This is an optimization exercise on Yosys and OpenROAD, whose aim is small area, a short achievable clock period and few clock cycles per item, not a production implementation.
Where RTL was checked, it was by simulation tests only, not by an equivalence proof against the original.
Power and IR drop assume default switching activity.

==> flow/design.v (excerpt) <==
module framed_target_stepper_sequencer #(
    parameter int STEP_WIDTH = 12
) (
    input  logic        aclk,
    input  logic        aresetn,
    input  logic        s_tvalid,
    output logic        s_tready,
    input  logic [7:0]  s_tdata,
    input  logic        s_tuser,
    output logic        m_tvalid,
    input  logic        m_tready,
    output logic [7:0]  m_tdata,
    input  logic        cfg_valid,
    output logic        cfg_ready,
    input  logic [2:0]  cfg_index,
    input  logic [21:0] cfg_wdata
);
For scale: about 1400 cells after synthesis, about 0.015 mm^2 of cells after synthesis.
export LEC_CHECK = 0
export CAP_MARGIN = 20
export CORE_MARGIN = 2
export CORE_UTILIZATION = 40
export CTS_CLUSTER_DIAMETER = 90
export CTS_CLUSTER_SIZE = 28
export PLACE_DENSITY = 0.72
export SLEW_MARGIN = 20
export BUFFER_PORTS_ARGS = -buffer_cell sky130_fd_sc_hd__buf_2
export SETUP_SLACK_MARGIN = 7.55
create_clock -name core_clock -period 11.0 [get_ports {aclk}]
standard.sh (not shown) runs the stock make flow with config.mk's settings and CLKGATE_MAP_FILE= SYNTH_SCRIPT=/design/flow/synth_recipe.tcl, a recipe that flattens the netlist after the stock synthesis.
==> flow/flow/run.sh <==
#!/bin/bash
# Standard ORFS layout (the standard.sh, standard synthesis), with two changes
# read from flow/extra.mk: plain buf_2 port buffers instead of delay buffers, and a
# larger setup slack margin so that repair_timing works below the 11 ns clock.
# The make output goes to std_flow.log; each ORFS step logs under orfs/logs.
set -euo pipefail
cfg=${FLOW_CONFIG:-config.mk}
cat flow/extra.mk >> "$cfg"
bash standard.sh finish > std_flow.log 2>&1
==> flow/flow/extra.mk <==
export BUFFER_PORTS_ARGS = -buffer_cell sky130_fd_sc_hd__buf_2
export SETUP_SLACK_MARGIN = 7.55
Testbench counts at the start, summed over its fixed seeds: cycles 160,236, items 160,000.
==> next run, changes <==
==> flow/flow/extra.mk (replaced) <==
export BUFFER_PORTS_ARGS = -buffer_cell sky130_fd_sc_hd__buf_2
export SETUP_SLACK_MARGIN = 7.7
- CORE_UTILIZATION: 40 -> 60
- SETUP_SLACK_MARGIN: 7.55 -> 7.7
The changed run finished with timing, DRC and antenna clean.
Critical path depth is unchanged.
Via count came out higher by 0.44%.
Cell count came out lower by 7.1%.
Register-to-register slack is better by 0.10 ns.
Routed wire length came out higher by 1.6%.
Design area came out lower by 0.63%.
Sequential share of layout area came out higher by 0.28 points.
Count of clock-buffer cells in the layout came out lower by 2.
Combinational power came out higher by about 3%.
Clock power came out higher by about 3%.

* * *

## try-zinc
framed_target_stepper_sequencer, a different RTL version from the one above (not shown whole).
For scale: ~250 flip-flops, about 15000 µm² of cells after synthesis.
==> flow/config.mk <==
export PLATFORM = sky130hd
export DESIGN_NAME = framed_target_stepper_sequencer
export DESIGN_NICKNAME = framed_target_stepper_sequencer
export VERILOG_FILES = /design/flow/design.v
export SDC_FILE = /design/flow/constraint.sdc
export NUM_CORES = 4
export LEC_CHECK = 0
export CAP_MARGIN = 20
export CORE_MARGIN = 2
export CORE_UTILIZATION = 40
export CTS_CLUSTER_DIAMETER = 60
export CTS_CLUSTER_SIZE = 28
export SLEW_MARGIN = 20
export BUFFER_PORTS_ARGS = -buffer_cell sky130_fd_sc_hd__buf_2
export SETUP_SLACK_MARGIN = 8.0
==> flow/constraint.sdc <==
create_clock -name core_clock -period 11.0 [get_ports {aclk}]
set_input_delay 2.2000 -clock core_clock [delete_from_list [all_inputs] [get_ports {aclk}]]
set_output_delay 2.2000 -clock core_clock [all_outputs]
set_load 0.01 [all_outputs]
==> flow/flow/run.sh <==
#!/bin/bash
# Standard ORFS layout, with plain buffers (not delay buffers) on the ports.
set -euo pipefail
cfg=${FLOW_CONFIG:-config.mk}
cat flow/extra.mk >> "$cfg"
bash standard.sh finish > std_flow.log 2>&1
==> flow/flow/extra.mk <==
export BUFFER_PORTS_ARGS = -buffer_cell sky130_fd_sc_hd__buf_2
export SETUP_SLACK_MARGIN = 8.0
try-zinc went all the way through the flow, and no timing, DRC or antenna check failed.
diff inputs: try-zinc => try-pepper
# try-zinc
export LEC_CHECK = 0
export CAP_MARGIN = 20
export CORE_MARGIN = 2
export CORE_UTILIZATION = 40
export CTS_CLUSTER_DIAMETER = 60
export CTS_CLUSTER_SIZE = 28
export SLEW_MARGIN = 20
export BUFFER_PORTS_ARGS = -buffer_cell sky130_fd_sc_hd__buf_2
export SETUP_SLACK_MARGIN = 8.0
create_clock -name core_clock -period 11.0 [get_ports {aclk}]
# try-pepper
export LEC_CHECK = 0
export CAP_MARGIN = 20
export CORE_MARGIN = 2
export CORE_UTILIZATION = 40
export CTS_CLUSTER_DIAMETER = 80
export CTS_CLUSTER_SIZE = 24
export SLEW_MARGIN = 20
export BUFFER_PORTS_ARGS = -buffer_cell sky130_fd_sc_hd__buf_2
export SETUP_SLACK_MARGIN = 8.0
create_clock -name core_clock -period 11.0 [get_ports {aclk}]
Notes after the runs:
The combinational cell fraction of total power in try-pepper was higher than what try-zinc gave.
Cell count: try-zinc and try-pepper compared, higher one is try-zinc
[try-pepper] number of global-route vias before repair fell 48 relative to try-zinc
Vias: try-pepper below try-zinc
Delta (try-pepper minus try-zinc): fmax grew by 0.84%, met3 usage decreased by 0.58 points relative to the old numbers, shortest period the worst path allows decreased 0.027 ns.
Total power: try-pepper below try-zinc
On fraction of standard cell area that is sequential: between try-zinc and try-pepper, it ends up lower for try-zinc.
No run of this note included a check of the RTL's function; only the layout flow was run.

## afterwards: timing with drivers on the ports
In the flow no input, the clock included, has a driving cell. The finished layouts below were timed again as built, in two steps. Step 1 sets driving cells, clkbuf_16 on the clock port and buf_2 on the other inputs (assumed; they add their load-dependent delay and slew). Step 2 also shifts input and output timing later by t, the mid clock arrival at the registers, as if the neighbouring blocks saw the same clock. a / b / c = no drivers / after step 1 / after step 2; a / b = the first two.
run	t (ns)	setup WS [ns]	worst data-port slew with drivers (ns)
the first run of note 1	0.557	7.698 / 7.648 / 7.470	0.04
the second run of note 1	0.550	7.759 / 7.710 / 7.382	0.06
try-zinc	0.584	7.722 / 7.667 / 7.807	0.07
try-pepper	0.544	7.749 / 7.698 / 7.810	0.07
After both steps setup and hold are still met in every run listed. The setup slack of the second run of note 1, which loses most, moves by -0.049 ns with the drivers and by -0.377 ns with both steps.
